Context: an optimization exercise on an open-source flow, tuned for small area. The choices shown serve that exercise and are no tape-out recipe.
Only simulation tests tie the RTL to the original design; equivalence was not proved.
No activity file was given, so power comes from the tool's default toggle rates.

`flow/design.v`:
```
`default_nettype none
package pipe_pkg;
   parameter int XLEN = 32;
   typedef enum logic [3:0] {
      ADD    = 4'd0,
      SUB    = 4'd1,
      AND    = 4'd2,
      OR     = 4'd3,
      XOR    = 4'd4,
      SLT    = 4'd5,                                  
      SLL    = 4'd6,
      SRL    = 4'd7,
      PASS_B = 4'd8                                   
   } alu_op_e;
   typedef enum logic [1:0] {
      WB_ALU = 2'd0,
      WB_MEM = 2'd1,
      WB_PC4 = 2'd2
   } wb_sel_e;
   typedef struct packed {
      logic [3:0] mem_write;                          
      logic [3:0] mem_enable;                         
      logic       mem_read;
      wb_sel_e    wb_sel;
      logic [4:0] write_reg_sel;
      logic       write_reg_en;
      logic       halt;
   } ex_ctrl_t;
   typedef struct packed {
      alu_op_e         alu_op;
      logic [XLEN-1:0] reg_data_1;
      logic [XLEN-1:0] reg_data_2;
      logic [XLEN-1:0] imm;
      logic            use_imm;
      ex_ctrl_t        ctrl;
      logic [XLEN-1:0] instruction;
      logic [XLEN-1:0] pc_4;
   } id_ex_t;
   typedef struct packed {
      logic [XLEN-1:0] alu_out;
      logic            z;
      logic            n;
      logic            ofl;
      logic [XLEN-1:0] reg_data_1;
      logic [XLEN-1:0] reg_data_2;
      ex_ctrl_t        ctrl;
      logic [XLEN-1:0] instruction;
      logic [XLEN-1:0] pc_4;
   } ex_mem_t;
   typedef struct packed {
      logic [XLEN-1:0] write_data;
      logic [4:0]      write_reg_sel;
      logic            write_reg_en;
      logic            halt;
      logic [XLEN-1:0] instruction;
   } mem_wb_t;
   localparam logic [XLEN-1:0] NOP_INSTR = {6'b000001, 26'b0};
endpackage
`default_nettype wire
`timescale 1ns/10ps
`default_nettype none
module execute_unit (
   input  logic [3:0]  alu_op,
   input  logic [31:0] op_a,
   input  logic [31:0] op_b,
   input  logic [1:0]  wb_sel,
   input  logic [31:0] pc_4,
   output logic [3:0]  alu_addr,
   output logic [31:0] wb_val
);
   logic        is_add, is_sub, is_and, is_or, is_xor, is_slt, is_sll, is_srl, is_pb;
   logic        sub;
   logic [31:0] bb, sum;
   logic        lt;
   logic [31:0] sh_in, sr, sl;
   logic [31:0] result;
   logic        wb_pc;
   assign is_add = (alu_op == 4'd0);
   assign is_sub = (alu_op == 4'd1);
   assign is_and = (alu_op == 4'd2);
   assign is_or  = (alu_op == 4'd3);
   assign is_xor = (alu_op == 4'd4);
   assign is_slt = (alu_op == 4'd5);
   assign is_sll = (alu_op == 4'd6);
   assign is_srl = (alu_op == 4'd7);
   assign is_pb  = (alu_op == 4'd8);
   assign sub = is_sub | is_slt;
   assign bb  = op_b ^ {32{sub}};
   logic [32:0] sum1;
   assign sum1 = {op_a, 1'b1} + {bb, sub};
   assign sum  = sum1[32:1];
   assign lt  = (op_a[31] ^ op_b[31]) ? op_a[31] : sum[31];
   always_comb begin
      for (int i = 0; i < 32; i++) begin
         sh_in[i] = is_sll ? op_a[31-i] : op_a[i];
      end
   end
   assign sr = sh_in >> op_b[4:0];
   always_comb begin
      for (int i = 0; i < 32; i++) begin
         sl[i] = sr[31-i];
      end
   end
   always_comb begin
      result = ({32{is_add | is_sub}} & sum)
             | ({32{is_and}}          & (op_a & op_b))
             | ({32{is_or}}           & (op_a | op_b))
             | ({32{is_xor}}          & (op_a ^ op_b))
             | ({32{is_srl}}          & sr)
             | ({32{is_sll}}          & sl)
             | ({32{is_pb}}           & op_b);
      result[0] = result[0] | (is_slt & lt);
   end
   assign wb_pc    = (wb_sel == 2'd2);
   assign alu_addr = result[5:2];
   assign wb_val   = wb_pc ? pc_4 : ((wb_sel == 2'd1) ? 32'b0 : result);
endmodule
`default_nettype wire
`timescale 1ns/10ps
`default_nettype none
module pipe_reg_ex_mem (
   input  logic        clk,
   input  logic        rst_n,
   input  logic        stall,
   input  logic        flush_ex,
   input  logic [31:0] wb_val_d,
   input  logic [3:0]  addr_d,
   input  logic [31:0] sdata_d,
   input  logic [3:0]  mem_write_d,
   input  logic [3:0]  ld_mask_d,
   input  logic [4:0]  wsel_d,
   input  logic        wen_d,
   input  logic        halt_d,
   input  logic [31:0] instr_d,
   output logic [31:0] wb_val,
   output logic [3:0]  addr,
   output logic [31:0] sdata,
   output logic [3:0]  mem_write,
   output logic [3:0]  ld_mask,
   output logic [4:0]  wsel,
   output logic        wen,
   output logic        halt,
   output logic [31:0] instr,
   output logic        kill
);
   always_ff @(posedge clk) begin
      if (!stall) begin
         addr  <= addr_d;
         sdata <= sdata_d;
         instr <= instr_d;
      end
   end
   always_ff @(posedge clk) begin
      if (!rst_n) begin
         mem_write <= '0;
         ld_mask   <= '0;
         wsel      <= '0;
         wen       <= 1'b0;
         halt      <= 1'b0;
         kill      <= 1'b1;
      end else if (!stall) begin
         mem_write <= flush_ex ? 4'b0 : mem_write_d;
         ld_mask   <= flush_ex ? 4'b0 : ld_mask_d;
         wsel      <= wsel_d;
         wen       <= wen_d & !flush_ex;
         halt      <= halt_d & !flush_ex;
         kill      <= flush_ex;
      end
   end
   always_ff @(posedge clk) begin
      if (!rst_n || !stall) begin
         wb_val <= wb_val_d;
      end
   end
endmodule
`default_nettype wire
`timescale 1ns/10ps
`default_nettype none
module mem_stage (
   input  logic        clk,
   input  logic        rst_n,
   input  logic        stall,
   input  logic [31:0] wb_val,
   input  logic [3:0]  addr,
   input  logic [31:0] sdata,
   input  logic [3:0]  mem_write,
   input  logic [3:0]  ld_mask,
   input  logic [4:0]  wsel,
   input  logic        wen,
   input  logic        halt,
   input  logic [31:0] instr,
   input  logic        kill,
   output logic [70:0] mem_wb
);
   logic [31:0] dmem [16];
   logic [15:0] wsel1h;
   logic [31:0] rd_word;
   logic [31:0] wdata;
   always_comb begin
      for (int w = 0; w < 16; w++) begin
         wsel1h[w] = (addr == w[3:0]);
      end
   end
   always_comb begin
      rd_word = '0;
      for (int w = 0; w < 16; w++) begin
         rd_word = rd_word | (dmem[w] & {32{wsel1h[w]}});
      end
   end
   always_comb begin
      for (int i = 0; i < 4; i++) begin
         wdata[8*i +: 8] = (rd_word[8*i +: 8] & {8{ld_mask[i]}}) | wb_val[8*i +: 8];
      end
   end
   always_ff @(posedge clk) begin
      if (!stall) begin
         for (int w = 0; w < 16; w++) begin
            for (int i = 0; i < 4; i++) begin
               if (wsel1h[w] && mem_write[i]) begin
                  dmem[w][8*i +: 8] <= sdata[8*i +: 8];
               end
            end
         end
      end
   end
   always_ff @(posedge clk) begin
      if (!rst_n) begin
         mem_wb <= {32'b0, 5'b0, 1'b0, 1'b0, pipe_pkg::NOP_INSTR};
      end else if (!stall) begin
         mem_wb <= {wdata, wsel, wen, halt, kill ? pipe_pkg::NOP_INSTR : instr};
      end
   end
endmodule
`default_nettype wire
`timescale 1ns/10ps
`default_nettype none
module ex_mem_top #(
   parameter int DMEM_WORDS = 16
) (
   input  logic              clk,
   input  logic              rst_n,
   input  logic              stall,
   input  logic              flush_ex,
   input  logic [182:0]      id_ex,                   
   output logic [70:0]       mem_wb                   
);
   pipe_pkg::id_ex_t  id_ex_s;
   assign id_ex_s = id_ex;
   logic [31:0] op_b;
   logic [3:0]  alu_addr;
   logic [31:0] wb_val_ex;
   logic [1:0]  wb_sel_ex;
   logic [31:0] wb_val;
   logic [3:0]  addr;
   logic [31:0] sdata;
   logic [3:0]  mem_write;
   logic [3:0]  ld_mask;
   logic [4:0]  wsel;
   logic        wen;
   logic        halt;
   logic [31:0] instr;
   logic        kill;
   assign op_b = id_ex_s.use_imm ? id_ex_s.imm : id_ex_s.reg_data_2;
   assign wb_sel_ex = rst_n ? id_ex_s.ctrl.wb_sel : 2'd1;
   execute_unit exec0 (
      .alu_op   (id_ex_s.alu_op),
      .op_a     (id_ex_s.reg_data_1),
      .op_b     (op_b),
      .wb_sel   (wb_sel_ex),
      .pc_4     (id_ex_s.pc_4),
      .alu_addr (alu_addr),
      .wb_val   (wb_val_ex)
   );
   pipe_reg_ex_mem exmem0 (
      .clk         (clk),
      .rst_n       (rst_n),
      .stall       (stall),
      .flush_ex    (flush_ex),
      .wb_val_d    (wb_val_ex),
      .addr_d      (alu_addr),
      .sdata_d     (id_ex_s.reg_data_2),
      .mem_write_d (id_ex_s.ctrl.mem_write),
      .ld_mask_d   (id_ex_s.ctrl.wb_sel == pipe_pkg::WB_MEM ? id_ex_s.ctrl.mem_enable : 4'b0),
      .wsel_d      (id_ex_s.ctrl.write_reg_sel),
      .wen_d       (id_ex_s.ctrl.write_reg_en),
      .halt_d      (id_ex_s.ctrl.halt),
      .instr_d     (id_ex_s.instruction),
      .wb_val      (wb_val),
      .addr        (addr),
      .sdata       (sdata),
      .mem_write   (mem_write),
      .ld_mask     (ld_mask),
      .wsel        (wsel),
      .wen         (wen),
      .halt        (halt),
      .instr       (instr),
      .kill        (kill)
   );
   mem_stage mem0 (
      .clk       (clk),
      .rst_n     (rst_n),
      .stall     (stall),
      .wb_val    (wb_val),
      .addr      (addr),
      .sdata     (sdata),
      .mem_write (mem_write),
      .ld_mask   (ld_mask),
      .wsel      (wsel),
      .wen       (wen),
      .halt      (halt),
      .instr     (instr),
      .kill      (kill),
      .mem_wb    (mem_wb)
   );
endmodule
`default_nettype wire
```
`flow/run.sh`:
```
#!/bin/bash
# synth_recipe.tcl (not shown) runs the flow's synth.tcl, then flattens the netlist and writes it again
# the make line also repeats each setting of config.mk as NAME=value (left out here)
make -C /OpenROAD-flow-scripts/flow DESIGN_CONFIG=/design/flow/config.mk WORK_HOME=/design/flow/orfs CLKGATE_MAP_FILE= SYNTH_SCRIPT=/design/flow/synth_recipe.tcl finish
```
`flow/config.mk`:
```
export PLATFORM = sky130hd
export DESIGN_NAME = ex_mem_top
export DESIGN_NICKNAME = ex_mem_top
export VERILOG_FILES = /design/flow/design.v
export SDC_FILE = /design/flow/constraint.sdc
export NUM_CORES = 4
export LEC_CHECK = 0
export CAP_MARGIN = 20
export CORE_MARGIN = 2
export CORE_UTILIZATION = 40
export SLEW_MARGIN = 20
```
`flow/constraint.sdc`:
```
create_clock -name core_clock -period 4.5 [get_ports {clk}]
set_input_delay 0.9000 -clock core_clock [delete_from_list [all_inputs] [get_ports {clk}]]
set_output_delay 0.9000 -clock core_clock [all_outputs]
set_load 0.01 [all_outputs]
```
==> metrics.yaml <==
logic_synthesis:
  synth_edf_count: 612
  syn_area_um2: 31910
  synth-async-reset-ratio_pct: 0
  avgSynthCellArea_um2: 13.46
  yosysWarnings: 4
  syn_nets: 2659
  ys.flop_type: "edfxtp_1"
  synthCells: 2371
  synth_seq_area_share_pct: 63.04
  synth_cell_types: 79
  ys_ff_latch: 699
detailed_routing:
  finalWirelength_um: 119300
  drc_errors: 0
  drt_iter0_markers: 2601
  route.met3.wl_um: 9247
  first_pass_iters: 7
  wl_met2_um: 56800
  vias: 24250
  top_layer: "met5"
  wl_per_cell_um: 29.54
  drt-vias-per-instance: 6.001
  wl_met1_um: 48820
  ant_nets: 0
final_layout:
  nets: 3217
  final_cell_mix: "edfxtp_1, buf_4, clkdlybuf4s50_1, a22o_1, a221oi_1"
  area_growth_pct: 27.40
  seqCellArea_um2: 20120
  drive_gt1_share_pct: 19.24
  final_common_cell: "edfxtp_1"
  fin_area_um2: 40660
  nFillCells: 6685
  utilization_pct: 51.47
  multiInputGateArea_um2: 11000
sta:
  rsz0062_at_grt: "no"
  slew_violations: 0
  period_needed_ns: 4.238
  worstMarginPinSlew_ns: 1.055
  fin_skew_ns: 0.04151
  max_freq_mhz: 236.0
  setup_viol_count_final: 0
  final-hold-violation-count: 0
  finalCritPeriodShare_pct: 94.18
  relSlewSlack_pct: 29.29
global_routing:
  grt_pass1_wl_um: 169200
  grt_max_degree: 64
  overflow: 0
  antenna_found_initial: 5
  grt.total_usage_pct: 28.66
  first_global_vias: 23920
cts:
  cts_resized: 0
  htreeDepth: 3
  cts_setup_buffers: 0
  cts_tree: "built"
  clkLatencyLatePin_ns: 0.62
  clkTransAtPathRegs_ns: 0.06
  root_buffer: "clkbuf_16"
  cts_buffer_depth: 3
  numCtsBuffers: 73
  cts_sinks: 699
  hold_buffers: 0
setup_path:
  reg2reg_to: "mem0.mem_wb[52]$_SDFFE_PN0N_"
  r2r-start: "exmem0.addr[3]$_DFFE_PN_"
  crit_path_end_kind: "flip-flop"
  worstRegToRegCells: 8
  required_ns: 4.86
  startpoint_type: "primary input"
  r2r_slack_ns: 1.11
  cp_max_fo: 18
  arrival_ns: 4.60
  critPathKind: "in2reg"
die:
  initial_core_util_pct: 40.40
  die_w_um: 286.5
  ios: 258
  die-area_um2: 82060
  rows: 103
  core_area_um2: 79000
  chipHeight_um: 286.5
min_path:
  hold_end: "mem0.mem_wb[15]$_SDFFE_PN0N_"
  hold_class: "reg2reg"
  hp-start: "exmem0.instr[15]$_DFFE_PN_"
  whs_path_depth: 1
place:
  gp_congestion: 0.9610
  io_buffers: 256
  placed_area_um2: 38200
  hpwlAfterDp_um: 86640
run:
  drv_cap: 0
power:
  p_leak_nw: 14.65
  irDropWorstVdd_mv: 0.3056
  power_density_nw_per_um2: 399.8
run_status:
  status: "timing/DRC/antenna clean"
through the flow:
step	std cells	total power, W	hold WS (ns)	TNS [ns]	setup slack (ns)
2_1_floorplan	2371	0.008715	0.4358	-0.02954	-0.02954
3_3_place_gp	3904	0.01019	0.4397	-2.589	-0.3906
3_5_place_dp	3904	0.01022	0.4412	-2.187	-0.3661
4_1_cts	4039	0.01629	0.4536	0	0.2713
5_1_grt	4039	0.01673	0.4681	0	0.1027
6_report	4040	0.01626	0.4538	0	0.2619
kinds of logic after synthesis:
logic type      count (synthesis)  synth area share, %
compound gates                716                16.61
flops                         699                63.04
simple gates                  426                6.061
buf+inv                       231                2.862
mux                           140                5.873
fa+ha+maj                     101                3.960
xor+xnor                       58                1.592
routing by layer:
layer  up-vias  global-route usage [%]
li1      10590                       -
met2      1224                   46.78
met4         2                   10.14
met3       236                   4.587
met5         -                       0
met1     12190                   38.84
worst max path at each step:
stage | from | slack [ns] | to | cells after the start
3_5_place_dp | id_ex[180] | -0.37 | exmem0.wb_val[31]$_DFFE_PP_ | 15
5_1_grt | id_ex[180] | 0.10 | exmem0.wb_val[31]$_DFFE_PP_ | 15
6_report | id_ex[180] | 0.26 | exmem0.wb_val[31]$_DFFE_PP_ | 15
4_1_cts | id_ex[180] | 0.27 | exmem0.wb_val[31]$_DFFE_PP_ | 15
2_1_floorplan | id_ex[82] | -0.03 | exmem0.wb_val[31]$_DFFE_PP_ | 16
3_3_place_gp | id_ex[180] | -0.39 | exmem0.wb_val[31]$_DFFE_PP_ | 15
power by group:
part	internal [W]	total [W]	switching, W	leakage, nW
Sequential	0.00723	0.00740	0.000164	6.32
Combinational	0.00114	0.00275	0.00161	7.13
Clock	0.00361	0.00611	0.00250	1.20
Total	0.0120	0.0163	0.00427	14.7
critical path, stage by stage:
cell and delay, ns:
clkdlybuf4s50_1 0.44, nor3b_2 0.35, buf_12 0.23, xnor2_1 0.16, ha_1 0.33, a21oi_1 0.24, o2111ai_1 0.15, a221oi_1 0.33
buf_4 0.21, o2111ai_1 0.12, a41oi_1 0.29, buf_4 0.18, o31ai_1 0.13, xor2_1 0.20, a221o_1 0.33
registers in the layout, indices dropped and copies added (netlist names), 5 cells and up:
signal         cells
mem0.dmem        512
mem0.mem_wb       71
exmem0.instr      32
exmem0.sdata      32
exmem0.wb_val     32
exmem0.wsel        5
area by class of cell:
type / instances / share of cell area (%)
diodes: 1 / 0.006154
clock buffers: 89 / 4.871
clock inverters: 46 / 1.175
inverters: 79 / 0.7355
multi-input cells: 1441 / 27.06
flip-flops and latches: 699 / 49.48
well taps: 1050 / 3.231
repair buffers: 635 / 13.44
cell usage after synthesis (11+ instances only):
library cell  count  area share [%]
o22ai_1          23            0.45
a21oi_1         133             2.1
edfxtp_1        612              58
o211ai_1         15            0.35
nand4_1          47            0.92
a221oi_1        154             4.2
ha_1            101             4.0
xnor2_1          50             1.4
nand2_1         136             1.6
nor3_1           21            0.33
o21ai_0          91             1.4
mux2i_1          91             2.9
a221o_1          13            0.41
buf_2            13            0.20
nand3_1          25            0.39
a22o_1          175             4.8
nor2_1          151             1.8
mux4_2           35             2.5
mux2_2           11            0.39
a22oi_1          27            0.64
dfxtp_1          87             5.5
o221ai_1         12            0.33
inv_1            76            0.89
buf_1            14            0.16
clkbuf_1        120             1.4

what the ideal ports hide:
No port has a modelled driver above. Below, the same layout with a new extraction and two added sets of constraints. Step 1 sets driving cells, clkbuf_16 on the clock port and buf_2 on the other inputs (assumed; they add their load-dependent delay and slew). Step 2, shift: input delay + t, output delay - t, t = (earliest + latest rising clock arrival at the registers) / 2. This alone moves slack from input paths to output paths. Slacks: ideal / step 1 / step 2; pairs: ideal / step 1.
t, ns: 0.667
setup slack, ns: 0.262 / 0.301 / -0.366
worst hold slack (ns): 0.454 / 0.454 / 0.454
slew at the worst register clock pin (ns): 0.06 / 0.06
pins driven straight from the clock port: 1
With both steps, setup timing fails in this run, where it was met with ideal ports. The setup slack of this run moves by +0.039 ns with the drivers and by -0.628 ns with both steps.
